From an optimization exercise on the open Yosys and OpenROAD flow, aimed at small area, a short achievable clock period and few clock cycles per item; shortcuts taken in it are not production practice. RTL that was checked went through simulation tests only; none was proved equivalent to the original. No driver is modelled on the clock port, so clocking that relies on it looks cheaper here than on a real chip. Power figures rest on the tool's default switching activity, not on a simulated workload.

==> flow/design.v (excerpt) <==
module app_shell_top (
	input  logic                                global_clk,
	input  logic                                global_rst_n,
	input  logic                                awvalid,
	input  logic [softreg_pkg::SR_ADDR_W-1:0]   awaddr,
	output logic                                awready,
	input  logic                                wvalid,
	input  logic [softreg_pkg::SR_DATA_W-1:0]   wdata,
	input  logic [softreg_pkg::SR_DATA_W/8-1:0] wstrb,
	output logic                                wready,
	output logic                                bvalid,
	output logic [1:0]                          bresp,
	input  logic                                bready,
	input  logic                                arvalid,
	input  logic [softreg_pkg::SR_ADDR_W-1:0]   araddr,
	output logic                                arready,
	output logic                                rvalid,
	output logic [softreg_pkg::SR_DATA_W-1:0]   rdata,
	output logic [1:0]                          rresp,
	input  logic                                rready
);
For scale: about 2100 cells after synthesis, about 570 flip-flops, about 0.023 mm^2 of cells after synthesis.
Settings: LEC_CHECK=0, ABC_AREA=1, CAP_MARGIN=20, CORE_MARGIN=2, CORE_UTILIZATION=40, CTS_BUF_LIST=sky130_fd_sc_hd__clkbuf_16, CTS_CLUSTER_DIAMETER=60, CTS_CLUSTER_SIZE=24, SETUP_SLACK_MARGIN=2.2, SLEW_MARGIN=20; clock period 4.0 ns.
run.sh (not shown) runs the stock make flow with config.mk's settings and CLKGATE_MAP_FILE= SYNTH_SCRIPT=/design/flow/synth_recipe.tcl, a recipe that flattens the netlist after the stock synthesis.
The starting point completed without violations.
Next try:
ABC_AREA = unset   (was 1)
ABC_CLOCK_PERIOD_IN_PS = 2000   (was unset)
CTS_BUF_LIST = unset   (was sky130_fd_sc_hd__clkbuf_16)
CTS_CLUSTER_DIAMETER = unset   (was 60)
CTS_CLUSTER_SIZE = unset   (was 24)
SETUP_SLACK_MARGIN = 2.0   (was 2.2)
Outcome: The new run completed with no timing, DRC or antenna violations; first-iteration DRC count climbs by well over a third; clock skew drops by 0.0074 ns; sequential share of layout area drops by 4.7 points; design area climbs by a little under a tenth; clock-buffer cell count climbs by 29.
Next try:
ABC_AREA = 1   (was unset)
ABC_CLOCK_PERIOD_IN_PS = unset   (was 2000)
CTS_BUF_LIST = sky130_fd_sc_hd__clkbuf_8   (was unset)
CTS_CLUSTER_DIAMETER = 40   (was unset)
CTS_CLUSTER_SIZE = 20   (was unset)
SETUP_SLACK_MARGIN = 1.9   (was 2.0)
Outcome:
- non-clock buffer count is lower by 108
- clock power fell by 14%
- die area falls by 2.4%
- register-to-register slack gains 0.36 ns
- routed wire length decreases by 43%
Next try:
ABC_AREA = unset   (was 1)
ABC_CLOCK_PERIOD_IN_PS = 1700   (was unset)
CTS_BUF_LIST = unset   (was sky130_fd_sc_hd__clkbuf_8)
CTS_CLUSTER_DIAMETER = unset   (was 40)
CTS_CLUSTER_SIZE = unset   (was 20)
SETUP_SLACK_MARGIN = 2.3   (was 1.9)
Result:
- via count goes up by 32%
- sequential power went up by about 2%
- total power rose by 13%
- sequential cell count stays the same
- hold slack gets better by 0.073 ns
- die area came out higher by 2.5%
- count of clock-buffer cells in the layout shrinks by 13
- design area came out higher by about 20%
- worst setup slack loses 0.087 ns
- synthesized cell count came out lower by about 28%
- first-iteration DRC count rose to 3.3 times its value
No run of this note included a check of the RTL's function; only the layout flow was run.

Setup of main:
app_shell_top, a different RTL version from the one above (not shown whole).
Size: roughly 1200 cells after synthesis.
clock: 4.0 ns
lec_check: 0
cap_margin: 20
core_margin: 2
core_utilization: 40
cts_buf_list: sky130_fd_sc_hd__clkbuf_16
cts_cluster_diameter: 60
cts_cluster_size: 24
setup_slack_margin: 2.0
slew_margin: 20
synth_hierarchical: 1
standard.sh (not shown) runs the stock make flow with config.mk's settings and CLKGATE_MAP_FILE= SYNTH_SCRIPT=/design/flow/synth_recipe.tcl, a recipe that flattens the netlist after the stock synthesis.
==> flow/flow/run.sh <==
#!/bin/bash
# Standard ORFS layout, with these knobs changed: port buffers are buf_4
# rather than the platform's pick; timing repair may resize a cell to any
# footprint; clock tree synthesis adds no dummy loads; before floorplan,
# flow/pre_floorplan.tcl sets the read-merge a22oi cells to their smallest
# size and the write-decode gates to size 4; after clock tree synthesis, flow/post_cts.tcl runs more setup
# repair in steps. The full
# make output goes to standard_flow.log here; each ORFS step also keeps its
# own log under orfs/logs/.
set -euo pipefail
bash standard.sh MATCH_CELL_FOOTPRINT=0 \
	"BUFFER_PORTS_ARGS=-buffer_cell sky130_fd_sc_hd__buf_4" \
	"CTS_ARGS=-sink_clustering_enable -repair_clock_nets -sink_clustering_size 24 -sink_clustering_max_diameter 60 -buf_list {sky130_fd_sc_hd__clkbuf_8 sky130_fd_sc_hd__clkbuf_16} -dont_use_dummy_load" \
	"PRE_FLOORPLAN_TCL=$PWD/flow/pre_floorplan.tcl" \
	"POST_CTS_TCL=$PWD/flow/post_cts.tcl" \
	finish > standard_flow.log 2>&1
==> flow/flow/pre_floorplan.tcl <==
# Synthesis maps each two-term AND-OR-invert of the read-data merge onto
# a22oi_2; start them all at a22oi_1 and let timing repair size up only
# the ones that need it.
set small [[ord::get_db] findMaster sky130_fd_sc_hd__a22oi_1]
set n 0
foreach inst [[ord::get_db_block] getInsts] {
  if { [[$inst getMaster] getName] eq "sky130_fd_sc_hd__a22oi_2" } {
    $inst swapMaster $small
    incr n
  }
}
puts "pre_floorplan: $n a22oi_2 cells set to a22oi_1"

# The write enables are a21o cells, two per register, each driving half a
# word of enable pins. Start the decode gates that drive their A1 and A2
# inputs at drive strength 4: each of them drives eight enables.
set db [ord::get_db]
set up 0
foreach inst [[ord::get_db_block] getInsts] {
  if { ![string match "sky130_fd_sc_hd__a21o_*" [[$inst getMaster] getName]] } { continue }
  foreach pin {A1 A2} {
    set net [[$inst findITerm $pin] getNet]
    if { $net eq "NULL" } { continue }
    foreach it [$net getITerms] {
      if { ![$it isOutputSignal] } { continue }
      set drv [$it getInst]
      set name [[$drv getMaster] getName]
      if { [regexp {^(sky130_fd_sc_hd__[a-z0-9]+)_[0-9]+$} $name -> base] } {
        set big [$db findMaster ${base}_4]
        if { $big ne "NULL" && $name ne "${base}_4" } {
          $drv swapMaster $big
          incr up
        }
      }
    }
  }
}
puts "pre_floorplan: $up write-decode drivers set to size 4"
Other scripts of this flow, unchanged in this note and not shown: flow/flow/post_cts.tcl
main went all the way through synthesis, placement and routing and the layout is clean on timing, DRC and antenna.
Testbench counts of main, summed over its fixed seeds: cycles 4,808, txns 4,800.
Input-level comparison between the feature branch and main:
-- flow/flow/run.sh --
<<< main, line 4
# footprint; clock tree synthesis adds no dummy loads; before floorplan,
# flow/pre_floorplan.tcl sets the read-merge a22oi cells to their smallest
# size and the write-decode gates to size 4; after clock tree synthesis, flow/post_cts.tcl runs more setup
# repair in steps. The full
# make output goes to standard_flow.log here; each ORFS step also keeps its
>>> the feature branch, line 4
# footprint; clock tree synthesis adds no dummy loads; before floorplan,
# flow/pre_floorplan.tcl sets the read-merge a22oi cells to their smallest
# size; after clock tree synthesis, flow/post_cts.tcl runs more setup
# repair in steps. The full
# make output goes to standard_flow.log here; each ORFS step also keeps its
==> flow/flow/pre_floorplan.tcl <==
# Synthesis maps each two-term AND-OR-invert of the read-data merge onto
# a22oi_2; start them all at a22oi_1 and let timing repair size up only
# the ones that need it.
set small [[ord::get_db] findMaster sky130_fd_sc_hd__a22oi_1]
set n 0
foreach inst [[ord::get_db_block] getInsts] {
  if { [[$inst getMaster] getName] eq "sky130_fd_sc_hd__a22oi_2" } {
    $inst swapMaster $small
    incr n
  }
}
puts "pre_floorplan: $n a22oi_2 cells set to a22oi_1"
--- outcome ---
- The run with more setup slack is the feature branch; main has less.
- On instance area after placement, the higher figure sits with main, not the feature branch.
- Diff the feature branch and main: vias after detailed routing higher in the feature branch
- Share of the core filled with cells in the final layout: the feature branch vs main up 0.51 points
- Comparing final design instance area without fill for the feature branch and main, the smaller number came from main.
- Final cycle utilization of the critical path for the feature branch: 0.21 points down relative to main

alpha:
Another version of the RTL of app_shell_top (not shown whole).
For scale: ~150 I/O pins, about 0.021 sq mm of cells after synthesis.
==> flow/design.v (excerpt) <==
module app_shell_top (
	input  logic                                global_clk,
	input  logic                                global_rst_n,
	input  logic                                awvalid,
	input  logic [softreg_pkg::SR_ADDR_W-1:0]   awaddr,
	output logic                                awready,
	input  logic                                wvalid,
	input  logic [softreg_pkg::SR_DATA_W-1:0]   wdata,
	input  logic [softreg_pkg::SR_DATA_W/8-1:0] wstrb,
	output logic                                wready,
	output logic                                bvalid,
	output logic [1:0]                          bresp,
	input  logic                                bready,
	input  logic                                arvalid,
	input  logic [softreg_pkg::SR_ADDR_W-1:0]   araddr,
	output logic                                arready,
	output logic                                rvalid,
	output logic [softreg_pkg::SR_DATA_W-1:0]   rdata,
	output logic [1:0]                          rresp,
	input  logic                                rready
);
clock: 4.0 ns
lec_check: 0
abc_clock_period_in_ps: 2400
cap_margin: 20
core_margin: 2
core_utilization: 40
setup_slack_margin: 1.6
slew_margin: 20
run.sh (not shown) runs the stock make flow with config.mk's settings and CLKGATE_MAP_FILE= SYNTH_SCRIPT=/design/flow/synth_recipe.tcl, a recipe that flattens the netlist after the stock synthesis.
Stock flow here: none of the scripts above is used.
Both conditions hold for alpha: the flow ran to the end and the final layout passed the timing, DRC and antenna checks.
Testbench counts of alpha, summed over its fixed seeds: cycles 4,808, txns 4,800.
### alpha -> beta
diff --git a/flow/config.mk b/flow/config.mk
--- a/flow/config.mk
+++ b/flow/config.mk
@@ -8 +7,0 @@
-export ABC_CLOCK_PERIOD_IN_PS = 2400
@@ -12 +10,0 @@
-export SETUP_SLACK_MARGIN = 1.6
Notes after the runs:
| switching portion of total power | beta vs alpha | ≈ equal |
beta vs. alpha: area added between synthesis and finish saw a decrease; clock group power up about 2%; total cell area at the placement stage shrank by 0.74%.
Per the comparison of beta with alpha, worst reg2reg path depth fell by 2, post-route worst hold slack stayed essentially flat, share of total power in sequential cells rose by 0.2 points, post-CTS setup buffer count fell by 16, total number of cells along the worst setup path fell by 2.
Looking at total of plain and repair buffers excluding clock buffers, beta sits below alpha.
What gamma does differently from beta at the input level:
diff --git a/flow/config.mk b/flow/config.mk
--- a/flow/config.mk
+++ b/flow/config.mk
@@ -7,0 +8 @@
+export ABC_CLOCK_PERIOD_IN_PS = 2000
@@ -10,0 +12 @@
+export SETUP_SLACK_MARGIN = 2.0
## What came out
Having completed the whole flow, gamma delivered a layout that passed the timing, DRC and antenna checks.
gamma vs beta, part of the total power dissipated in combinational logic went up by 1.4 points.
Delta (gamma minus beta): combinational power has increased; clock insertion delay at the later pin of the skew report ~0 delta; number of tapcells roughly the same; maximum resistive drop on vdd grew by 0.000022 V; power density of the placed cells went down.
For design area, dividing the value from gamma by the value from beta gives 1.06.
Compared gamma vs beta, and internal power consumption is down in gamma.
Routed wire length: gamma and beta compared, higher one is gamma

Setup of north:
Another version of the RTL of app_shell_top (not shown whole).
For scale: roughly 960 cells after synthesis, about 150 I/O pins, ~20,000 sq um of cells after synthesis.
clock: 4.0 ns
lec_check: 0
cap_margin: 20
core_margin: 2
core_utilization: 40
cts_buf_list: sky130_fd_sc_hd__clkbuf_16
cts_cluster_diameter: 60
cts_cluster_size: 24
setup_slack_margin: 2.2
slew_margin: 20
synth_hierarchical: 1
Testbench counts of north, summed over its fixed seeds: cycles 4,808, txns 4,800.
diff inputs: north => middle
Settings: SETUP_SLACK_MARGIN now 2.0, was 2.2.
==> flow/flow/run.sh (new file) <==
#!/bin/bash
# Standard ORFS layout, with these knobs changed: port buffers are buf_4
# rather than the platform's pick; timing repair may resize a cell to any
# footprint; clock tree synthesis may use clkbuf_8 as well as clkbuf_16 and
# adds no dummy loads. The full make output goes to standard_flow.log here;
# each ORFS step also keeps its own log under orfs/logs/.
set -euo pipefail
bash standard.sh MATCH_CELL_FOOTPRINT=0 \
	"BUFFER_PORTS_ARGS=-buffer_cell sky130_fd_sc_hd__buf_4" \
	"CTS_ARGS=-sink_clustering_enable -repair_clock_nets -sink_clustering_size 24 -sink_clustering_max_diameter 60 -buf_list {sky130_fd_sc_hd__clkbuf_8 sky130_fd_sc_hd__clkbuf_16} -dont_use_dummy_load" \
	finish > standard_flow.log 2>&1
==> flow/standard.sh (new file) <==
#!/bin/bash
# synth_recipe.tcl (not shown) runs the flow's synth.tcl, then flattens the netlist and writes it again
# the make line also repeats each setting of config.mk as NAME=value (left out here)
make -C /OpenROAD-flow-scripts/flow DESIGN_CONFIG=/design/flow/config.mk WORK_HOME=/design/flow/orfs CLKGATE_MAP_FILE= SYNTH_SCRIPT=/design/flow/synth_recipe.tcl "${@:-finish}"
removed: flow/run.sh
Findings:
Taking north over middle, the total number of vias ratio works out to 1.09.
Looking only at total power, and setting everything else aside, the higher value of middle and north goes to north.
Layout clock buffer count was lower in the run labelled middle.
Delta (middle minus north): number of antenna violations at the first check in global routing decreased 1, final worst-path cycle share decreased 2.4 points, met1 usage decreased 2.3 points, combinational share of power decreased 1.6 points, met3 wire length decreased 9.8%.

Another version of the RTL of app_shell_top (not shown whole).
Size: roughly 1200 cells after synthesis.
Design app_shell_top, start of the top module:
module app_shell_top (
	input  logic                                global_clk,
	input  logic                                global_rst_n,
	input  logic                                awvalid,
	input  logic [softreg_pkg::SR_ADDR_W-1:0]   awaddr,
	output logic                                awready,
	input  logic                                wvalid,
	input  logic [softreg_pkg::SR_DATA_W-1:0]   wdata,
	input  logic [softreg_pkg::SR_DATA_W/8-1:0] wstrb,
	output logic                                wready,
	output logic                                bvalid,
	output logic [1:0]                          bresp,
	input  logic                                bready,
	input  logic                                arvalid,
	input  logic [softreg_pkg::SR_ADDR_W-1:0]   araddr,
	output logic                                arready,
	output logic                                rvalid,
	output logic [softreg_pkg::SR_DATA_W-1:0]   rdata,
  ...
==> flow/config.mk <==
export PLATFORM = sky130hd
export DESIGN_NAME = app_shell_top
export DESIGN_NICKNAME = app_shell_top
export VERILOG_FILES = /design/flow/design.v
export SDC_FILE = /design/flow/constraint.sdc
export NUM_CORES = 4
export LEC_CHECK = 0
export CAP_MARGIN = 20
export CORE_MARGIN = 2
export CORE_UTILIZATION = 40
export CTS_BUF_LIST = sky130_fd_sc_hd__clkbuf_16
export CTS_CLUSTER_DIAMETER = 60
export CTS_CLUSTER_SIZE = 24
export SETUP_SLACK_MARGIN = 2.0
export SLEW_MARGIN = 20
export SYNTH_HIERARCHICAL = 1
==> flow/constraint.sdc <==
create_clock -name core_clock -period 4.0 [get_ports {global_clk}]
set_input_delay 0.8000 -clock core_clock [delete_from_list [all_inputs] [get_ports {global_clk}]]
set_output_delay 0.8000 -clock core_clock [all_outputs]
set_load 0.01 [all_outputs]
standard.sh (not shown) runs the stock make flow with config.mk's settings and CLKGATE_MAP_FILE= SYNTH_SCRIPT=/design/flow/synth_recipe.tcl, a recipe that flattens the netlist after the stock synthesis.
==> flow/flow/run.sh <==
#!/bin/bash
# Standard ORFS layout, with these knobs changed: port buffers are buf_2
# rather than the platform's pick; timing repair may resize a cell to any
# footprint; clock tree synthesis adds no dummy loads; before floorplan,
# flow/pre_floorplan.tcl sets the read-merge a22oi cells to their smallest
# size, the write-enable and write-decode gates to size 4 and the
# write-data gates to size 2; after clock tree synthesis, flow/post_cts.tcl runs more setup
# repair in steps. The full
# make output goes to standard_flow.log here; each ORFS step also keeps its
# own log under orfs/logs/.
set -euo pipefail
bash standard.sh MATCH_CELL_FOOTPRINT=0 \
	"BUFFER_PORTS_ARGS=-buffer_cell sky130_fd_sc_hd__buf_2" \
	"CTS_ARGS=-sink_clustering_enable -repair_clock_nets -sink_clustering_size 24 -sink_clustering_max_diameter 60 -buf_list {sky130_fd_sc_hd__clkbuf_8 sky130_fd_sc_hd__clkbuf_16} -dont_use_dummy_load" \
	"PRE_FLOORPLAN_TCL=$PWD/flow/pre_floorplan.tcl" \
	"POST_CTS_TCL=$PWD/flow/post_cts.tcl" \
	finish > standard_flow.log 2>&1
==> flow/flow/pre_floorplan.tcl <==
# Synthesis maps each two-term AND-OR-invert of the read-data merge onto
# a22oi_2; start them all at a22oi_1 and let timing repair size up only
# the ones that need it.
set small [[ord::get_db] findMaster sky130_fd_sc_hd__a22oi_1]
set n 0
foreach inst [[ord::get_db_block] getInsts] {
  if { [[$inst getMaster] getName] eq "sky130_fd_sc_hd__a22oi_2" } {
    $inst swapMaster $small
    incr n
  }
}
puts "pre_floorplan: $n a22oi_2 cells set to a22oi_1"

# The write enables are a31o cells, two per register, each driving half a
# word of enable pins. Set them, and the decode gates that drive their A1
# and A2 inputs (eight enables each), to drive strength 4.
set db [ord::get_db]
set up 0
foreach inst [[ord::get_db_block] getInsts] {
  if { ![string match "sky130_fd_sc_hd__a31o_*" [[$inst getMaster] getName]] } { continue }
  set drivers [list $inst]
  foreach pin {A1 A2} {
    set net [[$inst findITerm $pin] getNet]
    if { $net eq "NULL" } { continue }
    foreach it [$net getITerms] {
      if { [$it isOutputSignal] } { lappend drivers [$it getInst] }
    }
  }
  foreach drv $drivers {
    set name [[$drv getMaster] getName]
    if { [regexp {^(sky130_fd_sc_hd__[a-z0-9]+)_[0-9]+$} $name -> base] } {
      set big [$db findMaster ${base}_4]
      if { $big ne "NULL" && $name ne "${base}_4" } {
        $drv swapMaster $big
        incr up
      }
    }
  }
}
puts "pre_floorplan: $up write-enable and write-decode cells set to size 4"

# Each bit of the shared write data (masked by the reset) drives that bit
# of all sixteen registers: start its gate at drive strength 2.
set up 0
foreach inst [[ord::get_db_block] getInsts] {
  if { ![string match "sky130_fd_sc_hd__edfxtp_*" [[$inst getMaster] getName]] } { continue }
  if { ![string match "regs_q*" [$inst getName]] } { continue }
  set net [[$inst findITerm D] getNet]
  if { $net eq "NULL" } { continue }
  foreach it [$net getITerms] {
    if { ![$it isOutputSignal] } { continue }
    set drv [$it getInst]
    set name [[$drv getMaster] getName]
    if { [regexp {^(sky130_fd_sc_hd__[a-z0-9]+)_1$} $name -> base] } {
      set big [$db findMaster ${base}_2]
      if { $big ne "NULL" } {
        $drv swapMaster $big
        incr up
      }
    }
  }
}
puts "pre_floorplan: $up write-data gates set to size 2"
Other scripts of this flow, unchanged in this note and not shown: flow/flow/post_cts.tcl
Rerun with:
==> flow/flow/run.sh (replaced) <==
#!/bin/bash
# Standard ORFS layout, with these knobs changed: port buffers are buf_4
# rather than the platform's pick; timing repair may resize a cell to any
# footprint; clock tree synthesis adds no dummy loads; before floorplan,
# flow/pre_floorplan.tcl sets the read-merge a22oi cells to their smallest
# size and the write-enable and write-decode gates to size 4; after clock tree synthesis, flow/post_cts.tcl runs more setup
# repair in steps. The full
# make output goes to standard_flow.log here; each ORFS step also keeps its
# own log under orfs/logs/.
set -euo pipefail
bash standard.sh MATCH_CELL_FOOTPRINT=0 \
	"BUFFER_PORTS_ARGS=-buffer_cell sky130_fd_sc_hd__buf_4" \
	"CTS_ARGS=-sink_clustering_enable -repair_clock_nets -sink_clustering_size 24 -sink_clustering_max_diameter 60 -buf_list {sky130_fd_sc_hd__clkbuf_8 sky130_fd_sc_hd__clkbuf_16} -dont_use_dummy_load" \
	"PRE_FLOORPLAN_TCL=$PWD/flow/pre_floorplan.tcl" \
	"POST_CTS_TCL=$PWD/flow/post_cts.tcl" \
	finish > standard_flow.log 2>&1
--- a/flow/flow/pre_floorplan.tcl
+++ b/flow/flow/pre_floorplan.tcl
@@ -40,24 +40 @@
 puts "pre_floorplan: $up write-enable and write-decode cells set to size 4"
-
-# Each bit of the shared write data (masked by the reset) drives that bit
-# of all sixteen registers: start its gate at drive strength 2.
-set up 0
-foreach inst [[ord::get_db_block] getInsts] {
-  if { ![string match "sky130_fd_sc_hd__edfxtp_*" [[$inst getMaster] getName]] } { continue }
-  if { ![string match "regs_q*" [$inst getName]] } { continue }
-  set net [[$inst findITerm D] getNet]
-  if { $net eq "NULL" } { continue }
-  foreach it [$net getITerms] {
-    if { ![$it isOutputSignal] } { continue }
-    set drv [$it getInst]
-    set name [[$drv getMaster] getName]
-    if { [regexp {^(sky130_fd_sc_hd__[a-z0-9]+)_1$} $name -> base] } {
-      set big [$db findMaster ${base}_2]
-      if { $big ne "NULL" } {
-        $drv swapMaster $big
-        incr up
-      }
-    }
-  }
-}
-puts "pre_floorplan: $up write-data gates set to size 2"
Result: Final cell count goes down by 0.44%. Worst hold slack gains 0.0054 ns. Cell area rises by 0.56%. Wire length barely changes. Via count climbs by 1.5%.
Function was not checked in any run of this note: the RTL went through the layout flow alone.

## what the ideal ports hide
The results above use ideal ports. As a check the final layouts listed here were re-extracted and re-timed, cells and wires unchanged.
Step 1 sets driving cells, clkbuf_16 on the clock port and buf_2 on the other inputs (assumed; they add their load-dependent delay and slew).
Step 2 also shifts input and output timing later by t, the mid clock arrival at the registers, as if the neighbouring blocks saw the same clock.
Three values: no drivers, after step 1, after step 2; two values: the first two.
run	t (ns)	setup WS [ns]	worst setup path after step 2	worst register clock-pin slew, ns	worst slew at a driven data input, ns
the first run of note 1	0.632	2.032 / 1.973 / 1.544	input to register	0.09 / 0.09	0.08
the second run of note 1	0.669	1.635 / 1.635 / 1.015	input to register	0.07 / 0.07	0.04
the third run of note 1	0.706	1.924 / 1.869 / 1.263	input to register	0.09 / 0.09	0.08
the fourth run of note 1	0.678	1.837 / 1.781 / 1.277	input to register	0.07 / 0.07	0.05
main	0.582	2.045 / 2.045 / 1.505	input to register	0.09 / 0.09	0.06
the feature branch	0.588	2.054 / 2.065 / 1.487	input to register	0.09 / 0.09	0.05
alpha	0.648	1.640 / 1.613 / 0.991	input to register	0.07 / 0.07	0.08
beta	0.647	0.699 / 0.699 / 0.196	input to register	0.06 / 0.06	0.09
gamma	0.646	1.550 / 1.550 / 0.993	input to register	0.07 / 0.07	0.07
north	0.629	1.726 / 1.726 / 1.144	input to register	0.10 / 0.10	0.07
middle	0.580	1.820 / 1.828 / 1.248	input to register	0.10 / 0.10	0.04
the first run of note 5	0.604	2.050 / 1.995 / 1.533	input to register	0.09 / 0.09	0.10
the second run of note 5	0.603	2.048 / 2.007 / 1.465	input to register	0.09 / 0.09	0.08
After both steps setup and hold are still met in every run listed. The setup slack of the third run of note 1, which loses most, moves by -0.055 ns with the drivers and by -0.661 ns with both steps.
